Source: an optimization exercise on an open RTL-to-GDS flow (aim: small area, a short achievable clock period and few clock cycles per item). Production flows keep margins and buffers that such runs may drop.
RTL that was checked went through simulation tests only; none was proved equivalent to the original.

main:
Design rgb_to_hsv_pixel_top, start of the top module:
module rgb_to_hsv_pixel_top (
   input  logic        clock,
   input  logic        reset,
   input  logic        pix_valid,
   output logic        pix_ready,
   input  logic [7:0]  pix_red,
   input  logic [7:0]  pix_green,
   input  logic [7:0]  pix_blue,
   output logic        hsv_valid,
   input  logic        hsv_ready,
   output logic [14:0] hsv_hue,
   output logic [7:0]  hsv_saturation,
   output logic [7:0]  hsv_brightness,
   output logic        hsv_is_gray
);
Settings: LEC_CHECK=0, ABC_AREA=1, CAP_MARGIN=20, CORE_MARGIN=2, CORE_UTILIZATION=40, CTS_CLUSTER_DIAMETER=80, CTS_CLUSTER_SIZE=24, SETUP_SLACK_MARGIN=4.75, SLEW_MARGIN=20, TNS_END_PERCENT=10; clock period 8.5 ns.
run.sh (not shown) runs the stock make flow with config.mk's settings and CLKGATE_MAP_FILE= SYNTH_SCRIPT=/design/flow/synth_recipe.tcl, a recipe that flattens the netlist after the stock synthesis.
Testbench counts of main, summed over its fixed seeds: cycles 16,064, items 16,000.
## Diff of input files: the feature branch against main
--- a/flow/design.v
+++ b/flow/design.v
@@ -13,25 +13,26 @@
    output logic [7:0]  hsv_brightness,
    output logic        hsv_is_gray
 );
    logic [0:0] rg_1;
    logic [0:0] rb_2;
    logic [0:0] gb_3;
+   logic v1;
+   logic [7:0] s1_r;
+   logic [7:0] s1_g;
+   logic [7:0] s1_b;
+   logic [0:0] s1_rg;
+   logic [0:0] s1_rb;
+   logic [0:0] s1_gb;
    logic [0:0] isr_4;
    logic [0:0] isg_5;
    logic [1:0] sec_6;
    logic [7:0] mx_7;
    logic [7:0] md_8;
    logic [7:0] mn_9;
    logic [0:0] neg_10;
-   logic v1;
-   logic [1:0] s1_sec;
-   logic [7:0] s1_mx;
-   logic [7:0] s1_md;
-   logic [7:0] s1_mn;
-   logic [0:0] s1_neg;
    logic [7:0] dl_11;
    logic [7:0] d_12;
    logic [11:0] d15_13;
    logic [7:0] hR_14;
    logic [3:0] hL_15;
    logic v2;
@@ -215,21 +216,21 @@
    logic en;
    logic o_valid;
    logic [31:0] o_res;
    assign rg_1 = pix_red >= pix_green;
    assign rb_2 = pix_red >= pix_blue;
    assign gb_3 = pix_green >= pix_blue;
-   assign isr_4 = rg_1 & rb_2;
-   assign isg_5 = ~isr_4 & gb_3;
+   assign isr_4 = s1_rg & s1_rb;
+   assign isg_5 = ~isr_4 & s1_gb;
    assign sec_6 = {~isr_4 & ~isg_5, isg_5};
-   assign mx_7 = isr_4 ? pix_red : (isg_5 ? pix_green : pix_blue);
-   assign md_8 = isr_4 ? (gb_3 ? pix_green : pix_blue) : (isg_5 ? (rb_2 ? pix_red : pix_blue) : (rg_1 ? pix_red : pix_green));
-   assign mn_9 = isr_4 ? (gb_3 ? pix_blue : pix_green) : (isg_5 ? (rb_2 ? pix_blue : pix_red) : (rg_1 ? pix_green : pix_red));
-   assign neg_10 = isr_4 ? ~gb_3 : (isg_5 ? rb_2 : ~rg_1);
-   assign dl_11 = s1_mx - s1_mn;
-   assign d_12 = s1_md - s1_mn;
+   assign mx_7 = isr_4 ? s1_r : (isg_5 ? s1_g : s1_b);
+   assign md_8 = isr_4 ? (s1_gb ? s1_g : s1_b) : (isg_5 ? (s1_rb ? s1_r : s1_b) : (s1_rg ? s1_r : s1_g));
+   assign mn_9 = isr_4 ? (s1_gb ? s1_b : s1_g) : (isg_5 ? (s1_rb ? s1_b : s1_r) : (s1_rg ? s1_g : s1_r));
+   assign neg_10 = isr_4 ? ~s1_gb : (isg_5 ? s1_rb : ~s1_rg);
+   assign dl_11 = mx_7 - mn_9;
+   assign d_12 = md_8 - mn_9;
    assign d15_13 = {d_12, 4'b0000} - {4'b0000, d_12};
    assign hR_14 = d15_13[11:4];
    assign hL_15 = d15_13[3:0];
    assign hL_16 = s2_hL[2:0];
    assign hT_17 = {s2_hR, s2_hL[3]};
    assign hD_18 = {1'b0, hT_17} - {2'b00, s2_dl};
@@ -353,32 +354,33 @@
    assign z_136 = gray_128 | (((s7_sec == 2'd0) & s7_neg) & ~nz_133 & ~|hQ_122[11:9]);
    assign hue_137 = z_136 ? 15'd0 : {hi_135, lo_134};
    assign sat_138 = gray_128 ? 8'd0 : sQ_127;
    assign res_139 = {hue_137, sat_138, s7_mx, gray_128};
    always_ff @(posedge clock) begin
       if (reset) v1 <= 1'b0;
-      else if (en) v1 <= (pix_valid & pix_ready);
+      else if (en) v1 <= pix_valid;
    end
    always_ff @(posedge clock) begin
       if (en) begin
-         s1_sec <= sec_6;
-         s1_mx <= mx_7;
-         s1_md <= md_8;
-         s1_mn <= mn_9;
-         s1_neg <= neg_10;
+         s1_r <= pix_red;
+         s1_g <= pix_green;
+         s1_b <= pix_blue;
+         s1_rg <= rg_1;
+         s1_rb <= rb_2;
+         s1_gb <= gb_3;
       end
    end
    always_ff @(posedge clock) begin
       if (reset) v2 <= 1'b0;
       else if (en) v2 <= v1;
    end
    always_ff @(posedge clock) begin
       if (en) begin
-         s2_sec <= s1_sec;
-         s2_mx <= s1_mx;
-         s2_neg <= s1_neg;
+         s2_sec <= sec_6;
+         s2_mx <= mx_7;
+         s2_neg <= neg_10;
          s2_dl <= dl_11;
          s2_hR <= hR_14;
          s2_hL <= hL_15;
       end
    end
    always_ff @(posedge clock) begin
@@ -460,20 +462,20 @@
          s7_hQ <= hQ_100;
          s7_sb <= sb_106;
          s7_sR <= sR_104;
          s7_sQ <= sQ_105;
       end
    end
-   assign pix_ready = ~o_valid | hsv_ready;
-   assign en = pix_ready | ~v7;
+   assign en = ~o_valid | hsv_ready;
    always_ff @(posedge clock) begin
       if (reset) o_valid <= 1'b0;
-      else if (pix_ready) o_valid <= v7;
+      else if (en) o_valid <= v7;
    end
+   assign pix_ready = en;
    always_ff @(posedge clock) begin
-      if (pix_ready & v7) o_res <= res_139;
+      if (en) o_res <= res_139;
    end
    assign hsv_valid      = o_valid;
    assign hsv_hue        = o_res[31:17];
    assign hsv_saturation = o_res[16:9];
    assign hsv_brightness = o_res[8:1];
    assign hsv_is_gray    = o_res[0];
--- outcome ---
- In the tables for the feature branch and main, area enclosed by the die boundary reads lower with main.
- Sort the feature branch and main by sum of routed wire length over all layers asc -> top: main
- The feature branch against main; synthesized cell count is up by a few percent.
- Design area for the feature branch: 1.7% up relative to main
- Delta (the feature branch minus main): non-filler instance count after layout now sits higher.
- Diff main -> the feature branch: final cycle utilization of the critical path picked up an extra 1.4 points, non-clock buffer count in the final layout picked up an extra 2.
Only the layout flow was run in the feature branch; the RTL was not checked for function there.

-- afterwards: timing with drivers on the ports --
Ports are ideal in the flow. The routed layouts listed here were re-timed in OpenROAD. Step 1, drivers: a clkbuf_16 drives clock and a buf_2 each remaining input, both assumed. Step 2 moves the port delays by t, midway between the first and last clock arrival at a register: inputs arrive t later, outputs are due t later. That takes back most of the time a late clock gives input paths. Slacks: ideal / step 1 / step 2; pairs: ideal / step 1.
run | shift t [ns] | setup WS [ns] | worst data-port slew with drivers (ns)
main | 0.597 | 4.700 / 4.680 / 4.223 | 0.04
the feature branch | 0.611 | 4.578 / 4.548 / 4.335 | 0.04
After both steps every run listed still meets setup and hold. The setup slack of main, which loses most, moves by -0.020 ns with the drivers and by -0.477 ns with both steps.
